From an optimization exercise on the open Yosys and OpenROAD flow, aimed at small area; shortcuts taken in it are not production practice.
The RTL was checked by simulation tests, not by an equivalence proof against the original design.
Power is estimated from default activity; no workload was simulated.

==> job 8424 <==
==> flow/design.v <==
package morph_pkg;
  localparam int WIN = 3;
  localparam int GRP  = 4;
  localparam int GBIT = 5;
endpackage
module bin_line_buffer #(
  parameter int DEPTH = 159,
  parameter int WIDTH = 5
) (
  input  logic             clk_i,
  input  logic             shift_en_i,
  input  logic [WIDTH-1:0] word_i,
  output logic [WIDTH-1:0] word_o
);
  logic [DEPTH*WIDTH-1:0] sr_reg;
  always_ff @(posedge clk_i) begin
    if (shift_en_i) begin
      sr_reg <= {sr_reg[(DEPTH-1)*WIDTH-1:0], word_i};
    end
  end
  assign word_o = sr_reg[DEPTH*WIDTH-1 -: WIDTH];
endmodule
module binary_erode3x3 #(
  parameter int DATA_WIDTH = 8,
  parameter int IMG_WIDTH  = 640,
  parameter int IMG_HEIGHT = 480
) (
  input  logic                  clk_i,
  input  logic                  rst_i,
  input  logic                  pixel_datav_i,
  input  logic                  pixel_sof_i,
  input  logic [DATA_WIDTH-1:0] pixel_data_i,
  output logic                  erode_datav_o,
  output logic                  erode_sof_o,
  output logic [DATA_WIDTH-1:0] erode_data_o,
  output logic                  overrun_o
);
  localparam int GRP    = morph_pkg::GRP;
  localparam int GBIT   = morph_pkg::GBIT;
  localparam int CW     = $clog2(IMG_WIDTH);
  localparam int RW     = $clog2(IMG_HEIGHT + 2);
  localparam int NGRP   = IMG_WIDTH / GRP - 1;
  localparam logic [CW-1:0] LAST_COL = CW'(IMG_WIDTH - 1);
  localparam logic [RW-1:0] LAST_ROW = RW'(IMG_HEIGHT - 1);
  localparam logic [RW-1:0] FLUSH_ROW = RW'(IMG_HEIGHT);
  logic            active_reg;
  logic [CW-1:0]   col_reg;
  logic [RW-1:0]   row_reg;
  logic            datav_reg;
  logic            sof_reg;
  logic            data_reg;
  logic            overrun_reg;
  logic            flush;
  logic            beat;
  logic            restart;
  logic [CW-1:0]   col_b;
  logic [RW-1:0]   row_b;
  logic            p_in;
  logic            p1_reg, p2_reg;
  logic            h_cur;
  logic [5:1]      hs_reg;
  logic [4:1]      ws_reg;
  logic [4:1]      rb_reg;
  logic [3:1]      rw_reg;
  logic            e_old;
  logic            w_new;
  logic [GRP-1:0]  enc_b, enc_w;
  logic [GBIT-1:0] enc_c;
  logic [GBIT-1:0] dec_c;
  logic [GRP-1:0]  dec_b, dec_w;
  logic [1:0]      rd_sel;
  logic            grp_shift;
  assign flush   = active_reg && (row_reg >= FLUSH_ROW);
  assign restart = pixel_datav_i && pixel_sof_i && !flush;
  assign beat    = flush || (pixel_datav_i && (pixel_sof_i || active_reg));
  assign col_b   = restart ? '0 : col_reg;
  assign row_b   = restart ? '0 : row_reg;
  assign p_in  = |pixel_data_i;
  assign h_cur = p2_reg && p1_reg && p_in && (col_b >= CW'(2));
  assign e_old = rb_reg[4] && rb_reg[3] && rb_reg[2];
  assign w_new = e_old && h_cur && (row_b != '0);
  assign enc_b[0] = hs_reg[5] | hs_reg[4] | hs_reg[3];
  assign enc_b[1] = hs_reg[4] | hs_reg[3] | hs_reg[2];
  assign enc_b[2] = hs_reg[3] | hs_reg[2] | hs_reg[1];
  assign enc_b[3] = hs_reg[2] | hs_reg[1] | h_cur;
  assign enc_w    = {ws_reg[1], ws_reg[2], ws_reg[3], ws_reg[4]};
  assign grp_shift = beat && (col_b[1:0] == 2'd1);
  always_comb begin
    if (&enc_b) begin
      enc_c = {1'b1, enc_w[3], enc_w[2], enc_w[1], enc_w[0]};
    end else if (!enc_b[1] && !enc_b[2]) begin
      enc_c = {1'b1, enc_b[0] | enc_b[3], !enc_b[0], enc_b[0], !enc_b[0] | enc_b[3]};
    end else if (enc_b[0] && enc_b[1]) begin
      enc_c = {2'b00, enc_b[2], enc_w[1] | enc_b[3], enc_w[0]};
    end else begin
      enc_c = {2'b01, enc_b[1], enc_w[2] | enc_b[0], enc_w[3]};
    end
  end
  bin_line_buffer #(
    .DEPTH(NGRP),
    .WIDTH(GBIT)
  ) u_store (
    .clk_i     (clk_i),
    .shift_en_i(grp_shift),
    .word_i    (enc_c),
    .word_o    (dec_c)
  );
  always_comb begin
    dec_b = '0;
    dec_w = '0;
    if (dec_c[4]) begin
      if ((dec_c[0] && !dec_c[1] && dec_c[2]) || (dec_c[1] && !dec_c[2] && dec_c[3])) begin
        dec_b = {dec_c[3] & dec_c[0], 2'b00, dec_c[1]};
      end else begin
        dec_b = 4'b1111;
        dec_w = dec_c[3:0];
      end
    end else if (!dec_c[3]) begin
      dec_b = {dec_c[1] & !dec_c[2], dec_c[2], 2'b11};
      dec_w = {2'b00, dec_c[2] & dec_c[1], dec_c[0]};
    end else begin
      dec_b = {2'b11, dec_c[2], dec_c[1] & !dec_c[2]};
      dec_w = {dec_c[0], dec_c[2] & dec_c[1], 2'b00};
    end
  end
  assign rd_sel = col_b[1:0] + 2'd2;
  always_ff @(posedge clk_i) begin
    if (beat) begin
      p1_reg <= p_in;
      p2_reg <= p1_reg;
      hs_reg <= {hs_reg[4:1], h_cur};
      ws_reg <= {ws_reg[3:1], w_new};
      rb_reg <= {rb_reg[3:1], dec_b[rd_sel]};
      rw_reg <= {rw_reg[2:1], dec_w[rd_sel]};
    end
  end
  always_ff @(posedge clk_i) begin
    if (rst_i) begin
      active_reg  <= 1'b0;
      datav_reg   <= 1'b0;
      sof_reg     <= 1'b0;
      data_reg    <= 1'b0;
      overrun_reg <= 1'b0;
    end else begin
      datav_reg <= beat && ((row_b >= RW'(2)) || (row_b == RW'(1) && col_b != '0));
      sof_reg   <= beat && (row_b == RW'(1)) && (col_b == CW'(1));
      data_reg  <= beat && (row_b >= RW'(2)) && (row_b <= LAST_ROW) && h_cur && rw_reg[3];
      if (flush && pixel_datav_i) begin
        overrun_reg <= 1'b1;
      end
      if (restart) begin
        active_reg <= 1'b1;
      end else if (flush && row_reg[0]) begin
        active_reg <= 1'b0;
      end
    end
  end
  always_ff @(posedge clk_i) begin
    if (beat) begin
      if (col_b == LAST_COL) begin
        col_reg <= '0;
        row_reg <= row_b + 1'b1;
      end else begin
        col_reg <= col_b + 1'b1;
        row_reg <= row_b;
      end
    end
  end
  assign erode_datav_o = datav_reg;
  assign erode_sof_o   = sof_reg;
  assign erode_data_o  = {DATA_WIDTH{data_reg}};
  assign overrun_o     = overrun_reg;
endmodule
==> flow/run.sh <==
#!/bin/bash
# synth_recipe.tcl (not shown) runs the flow's synth.tcl, then flattens the netlist and writes it again
# the make line also repeats each setting of config.mk as NAME=value (left out here)
make -C /OpenROAD-flow-scripts/flow DESIGN_CONFIG=/design/flow/config.mk WORK_HOME=/design/flow/orfs CLKGATE_MAP_FILE= SYNTH_SCRIPT=/design/flow/synth_recipe.tcl finish
==> flow/config.mk <==
export PLATFORM = sky130hd
export DESIGN_NAME = binary_erode3x3
export DESIGN_NICKNAME = binary_erode3x3
export VERILOG_FILES = /design/flow/design.v
export SDC_FILE = /design/flow/constraint.sdc
export NUM_CORES = 4
export LEC_CHECK = 0
export CAP_MARGIN = 20
export CORE_MARGIN = 2
export CORE_UTILIZATION = 40
export SLEW_MARGIN = 20
==> flow/constraint.sdc <==
create_clock -name core_clock -period 10.0 [get_ports {clk_i}]
set_input_delay 2.0000 -clock core_clock [delete_from_list [all_inputs] [get_ports {clk_i}]]
set_output_delay 2.0000 -clock core_clock [all_outputs]
set_load 0.01 [all_outputs]
==> job 8236: changes against job 8424 <==
--- a/flow/design.v
+++ b/flow/design.v
@@ -38,13 +38,13 @@
   localparam int GRP    = morph_pkg::GRP;
   localparam int GBIT   = morph_pkg::GBIT;
-  localparam int CW     = $clog2(IMG_WIDTH);
-  localparam int RW     = $clog2(IMG_HEIGHT + 2);
   localparam int NGRP   = IMG_WIDTH / GRP - 1;
-  localparam logic [CW-1:0] LAST_COL = CW'(IMG_WIDTH - 1);
-  localparam logic [RW-1:0] LAST_ROW = RW'(IMG_HEIGHT - 1);
-  localparam logic [RW-1:0] FLUSH_ROW = RW'(IMG_HEIGHT);
+  localparam logic [7:0] GRP_LAST  = 8'd45;    
+  localparam logic [8:0] ROW_ONE   = 9'd1;     
+  localparam logic [8:0] ROW_FLUSH = 9'd36;    
+  localparam logic [8:0] ROW_END   = 9'd73;    
   logic            active_reg;
-  logic [CW-1:0]   col_reg;
-  logic [RW-1:0]   row_reg;
+  logic [1:0]      ph_reg;
+  logic [7:0]      grp_reg;
+  logic [8:0]      row_reg;
   logic            datav_reg;
   logic            sof_reg;
@@ -54,6 +54,10 @@
   logic            beat;
   logic            restart;
-  logic [CW-1:0]   col_b;
-  logic [RW-1:0]   row_b;
+  logic [1:0]      ph_b;
+  logic            grp0;
+  logic            col_last;
+  logic            row0;
+  logic            row1;
+  logic            row_end;
   logic            p_in;
   logic            p1_reg, p2_reg;
@@ -71,13 +75,17 @@
   logic [1:0]      rd_sel;
   logic            grp_shift;
-  assign flush   = active_reg && (row_reg >= FLUSH_ROW);
+  assign row_end = (row_reg == ROW_END);
+  assign flush   = active_reg && (row_end || row_reg == ROW_FLUSH);
   assign restart = pixel_datav_i && pixel_sof_i && !flush;
   assign beat    = flush || (pixel_datav_i && (pixel_sof_i || active_reg));
-  assign col_b   = restart ? '0 : col_reg;
-  assign row_b   = restart ? '0 : row_reg;
+  assign ph_b    = restart ? '0 : ph_reg;
+  assign grp0     = restart || (grp_reg == '0);
+  assign col_last = (ph_b == 2'd3) && (grp_reg == GRP_LAST);
+  assign row0     = restart || (row_reg == '0);
+  assign row1     = !restart && (row_reg == ROW_ONE);
   assign p_in  = |pixel_data_i;
-  assign h_cur = p2_reg && p1_reg && p_in && (col_b >= CW'(2));
+  assign h_cur = p2_reg && p1_reg && p_in && !(grp0 && !ph_b[1]);
   assign e_old = rb_reg[4] && rb_reg[3] && rb_reg[2];
-  assign w_new = e_old && h_cur && (row_b != '0);
+  assign w_new = e_old && h_cur && !row0;
   assign enc_b[0] = hs_reg[5] | hs_reg[4] | hs_reg[3];
   assign enc_b[1] = hs_reg[4] | hs_reg[3] | hs_reg[2];
@@ -85,5 +93,5 @@
   assign enc_b[3] = hs_reg[2] | hs_reg[1] | h_cur;
   assign enc_w    = {ws_reg[1], ws_reg[2], ws_reg[3], ws_reg[4]};
-  assign grp_shift = beat && (col_b[1:0] == 2'd1);
+  assign grp_shift = beat && (ph_b == 2'd1);
   always_comb begin
     if (&enc_b) begin
@@ -124,5 +132,5 @@
     end
   end
-  assign rd_sel = col_b[1:0] + 2'd2;
+  assign rd_sel = ph_b + 2'd2;
   always_ff @(posedge clk_i) begin
     if (beat) begin
@@ -143,7 +151,7 @@
       overrun_reg <= 1'b0;
     end else begin
-      datav_reg <= beat && ((row_b >= RW'(2)) || (row_b == RW'(1) && col_b != '0));
-      sof_reg   <= beat && (row_b == RW'(1)) && (col_b == CW'(1));
-      data_reg  <= beat && (row_b >= RW'(2)) && (row_b <= LAST_ROW) && h_cur && rw_reg[3];
+      datav_reg <= beat && !row0 && !(row1 && grp0 && ph_b == 2'd0);
+      sof_reg   <= beat && row1 && grp0 && (ph_b == 2'd1);
+      data_reg  <= beat && !row0 && !row1 && !flush && h_cur && rw_reg[3];
       if (flush && pixel_datav_i) begin
         overrun_reg <= 1'b1;
@@ -151,5 +159,5 @@
       if (restart) begin
         active_reg <= 1'b1;
-      end else if (flush && row_reg[0]) begin
+      end else if (flush && row_end) begin
         active_reg <= 1'b0;
       end
@@ -158,10 +166,18 @@
   always_ff @(posedge clk_i) begin
     if (beat) begin
-      if (col_b == LAST_COL) begin
-        col_reg <= '0;
-        row_reg <= row_b + 1'b1;
+      ph_reg <= ph_b + 1'b1;
+    end
+    if (beat && (restart || ph_reg == 2'd3)) begin
+      if (restart || grp_reg == GRP_LAST) begin
+        grp_reg <= '0;
       end else begin
-        col_reg <= col_b + 1'b1;
-        row_reg <= row_b;
+        grp_reg <= {grp_reg[6:0], !(grp_reg[7] ^ grp_reg[5] ^ grp_reg[4] ^ grp_reg[3])};
+      end
+    end
+    if (beat && (restart || col_last)) begin
+      if (restart) begin
+        row_reg <= '0;
+      end else begin
+        row_reg <= {row_reg[7:0], !(row_reg[8] ^ row_reg[4])};
       end
     end
==> flow/flow/run.sh (new file) <==
#!/bin/bash
# Standard ORFS layout, with the port buffers made from the smallest buffer cell and a
# clock tree built without CTS's dummy balancing loads.
set -euo pipefail
export BUFFER_PORTS_ARGS="-buffer_cell sky130_fd_sc_hd__buf_1"
export CTS_ARGS="-sink_clustering_enable -repair_clock_nets -sink_clustering_size 18 -sink_clustering_max_diameter 50 -buf_list sky130_fd_sc_hd__clkbuf_8 -dont_use_dummy_load"
bash standard.sh > standard.log 2>&1
==> flow/standard.sh (new file) <==
#!/bin/bash
# synth_recipe.tcl (not shown) runs the flow's synth.tcl, then flattens the netlist and writes it again
# the make line also repeats each setting of config.mk as NAME=value (left out here)
make -C /OpenROAD-flow-scripts/flow DESIGN_CONFIG=/design/flow/config.mk WORK_HOME=/design/flow/orfs CLKGATE_MAP_FILE= SYNTH_SCRIPT=/design/flow/synth_recipe.tcl "${@:-finish}"
--- a/flow/config.mk
+++ b/flow/config.mk
@@ -8,4 +8,7 @@
 export CAP_MARGIN = 20
 export CORE_MARGIN = 2
-export CORE_UTILIZATION = 40
+export CORE_UTILIZATION = 74
+export CTS_BUF_LIST = sky130_fd_sc_hd__clkbuf_16
+export CTS_CLUSTER_DIAMETER = 60
+export CTS_CLUSTER_SIZE = 40
 export SLEW_MARGIN = 20
removed: flow/run.sh
==> notes <==
Between job 8236 and job 8424, the lower clock power is in job 8236 (gap 56%, measured against job 8424). Against job 8236, the die area of job 8424 is larger by about 90%. Against job 8424, the synthesized cell count of job 8236 is lower by 4.8%. In job 8236 the maximum frequency is higher than in job 8424, by 1.5%. Against job 8236, the total power of job 8424 is higher by about 33%. Between job 8424 and job 8236, the lower non-clock buffer count is in job 8236 (gap 1).

* * *

==> 06-26 <==
Starts from the design.v that is shown in full above.
Settings: LEC_CHECK=0, CAP_MARGIN=20, CORE_MARGIN=2, CORE_UTILIZATION=70, CTS_BUF_LIST=sky130_fd_sc_hd__clkbuf_8, CTS_CLUSTER_DIAMETER=40, CTS_CLUSTER_SIZE=20, SLEW_MARGIN=20; clock period 10.0 ns.
run.sh (not shown) runs the stock make flow with config.mk's settings and CLKGATE_MAP_FILE= SYNTH_SCRIPT=/design/flow/synth_recipe.tcl, a recipe that flattens the netlist after the stock synthesis.
Stock flow here: none of the scripts above is used.
==> 04-01: changes against 06-26 <==
--- a/flow/config.mk
+++ b/flow/config.mk
@@ -9,6 +9,6 @@
 export CORE_MARGIN = 2
-export CORE_UTILIZATION = 70
-export CTS_BUF_LIST = sky130_fd_sc_hd__clkbuf_8
-export CTS_CLUSTER_DIAMETER = 40
-export CTS_CLUSTER_SIZE = 20
+export CORE_UTILIZATION = 75
+export CTS_BUF_LIST = sky130_fd_sc_hd__clkbuf_4 sky130_fd_sc_hd__clkbuf_8
+export CTS_CLUSTER_DIAMETER = 35
+export CTS_CLUSTER_SIZE = 15
 export SLEW_MARGIN = 20
==> qor summary <==
metric                                                              04-01                    06-26
Worst-Margin Slew                                                1.040 ns                 1.027 ns
Synthesis-to-layout area growth                                    10.82%                   10.08%
Final clock period utilization by the worst path                   53.01%                   50.52%
Num tapcells                                                          455                      511
Placement Rows                                                         68                       71
Routability congestion estimate                                    0.7846                   0.7549
Biggest cell delay along the critical path                        0.73 ns                  0.70 ns
Total placed cells including tap cells                               1508                     1567
Run status                                        complete, no violations  complete, no violations
Horiz. Die Dim                                                   191.7 µm                 198.3 µm
Grt met2 use                                                       31.71%                   19.58%
Clock transition at path regs                                     0.08 ns                  0.09 ns
Routed vias                                                          9849                     9274
Worst hold slack across all endpoints                           0.4049 ns                0.4076 ns
Die Outline Area                                                36730 µm²                39300 µm²
Pwr dens                                                     220.8 nW/µm²             213.3 nW/µm²
Sequential power share                                              60.5%                    62.9%
Finished layout cell area                                       29270 µm²                29080 µm²
Vias per std cell                                                   5.869                    5.436
Minimum setup slack after placement                              4.068 ns                 4.118 ns
Met3 Wirelength                                                   2280 µm                  1222 µm
M3 GR Usage                                                        5.372%                   4.139%
Cell leakage power                                               7.444 nW                 7.353 nW
Worst clock skew on the final layout                           0.02830 ns               0.03565 ns
Total cell area at the placement stage                          27210 µm²                27270 µm²
Worst reg-to-reg setup slack                                      6.04 ns                  6.31 ns

-- re-timing with driven ports --
In the flow no input, the clock included, has a driving cell. The finished layouts below were timed again as built, in two steps. Step 1, drivers: a clkbuf_16 drives clk_i and a buf_2 each remaining input, both assumed. Step 2 also shifts input and output timing later by t, the mid clock arrival at the registers, as if the neighbouring blocks saw the same clock. Three values: no drivers, after step 1, after step 2; two values: the first two.
| run | shift t [ns] | setup WS [ns] | latest minus earliest clock arrival (ns) |
|---|---|---|---|
| job 8424 | 0.667 | 4.558 / 4.591 / 3.923 | 0.019 / 0.019 |
| job 8236 | 0.675 | 4.641 / 4.655 / 3.980 | 0.055 / 0.054 |
| 06-26 | 0.681 | 4.948 / 4.968 / 4.286 | 0.039 / 0.039 |
| 04-01 | 0.714 | 4.699 / 4.722 / 4.008 | 0.038 / 0.038 |
After both steps every run listed still meets setup and hold. The setup slack of 04-01, which loses most, moves by +0.023 ns with the drivers and by -0.691 ns with both steps.
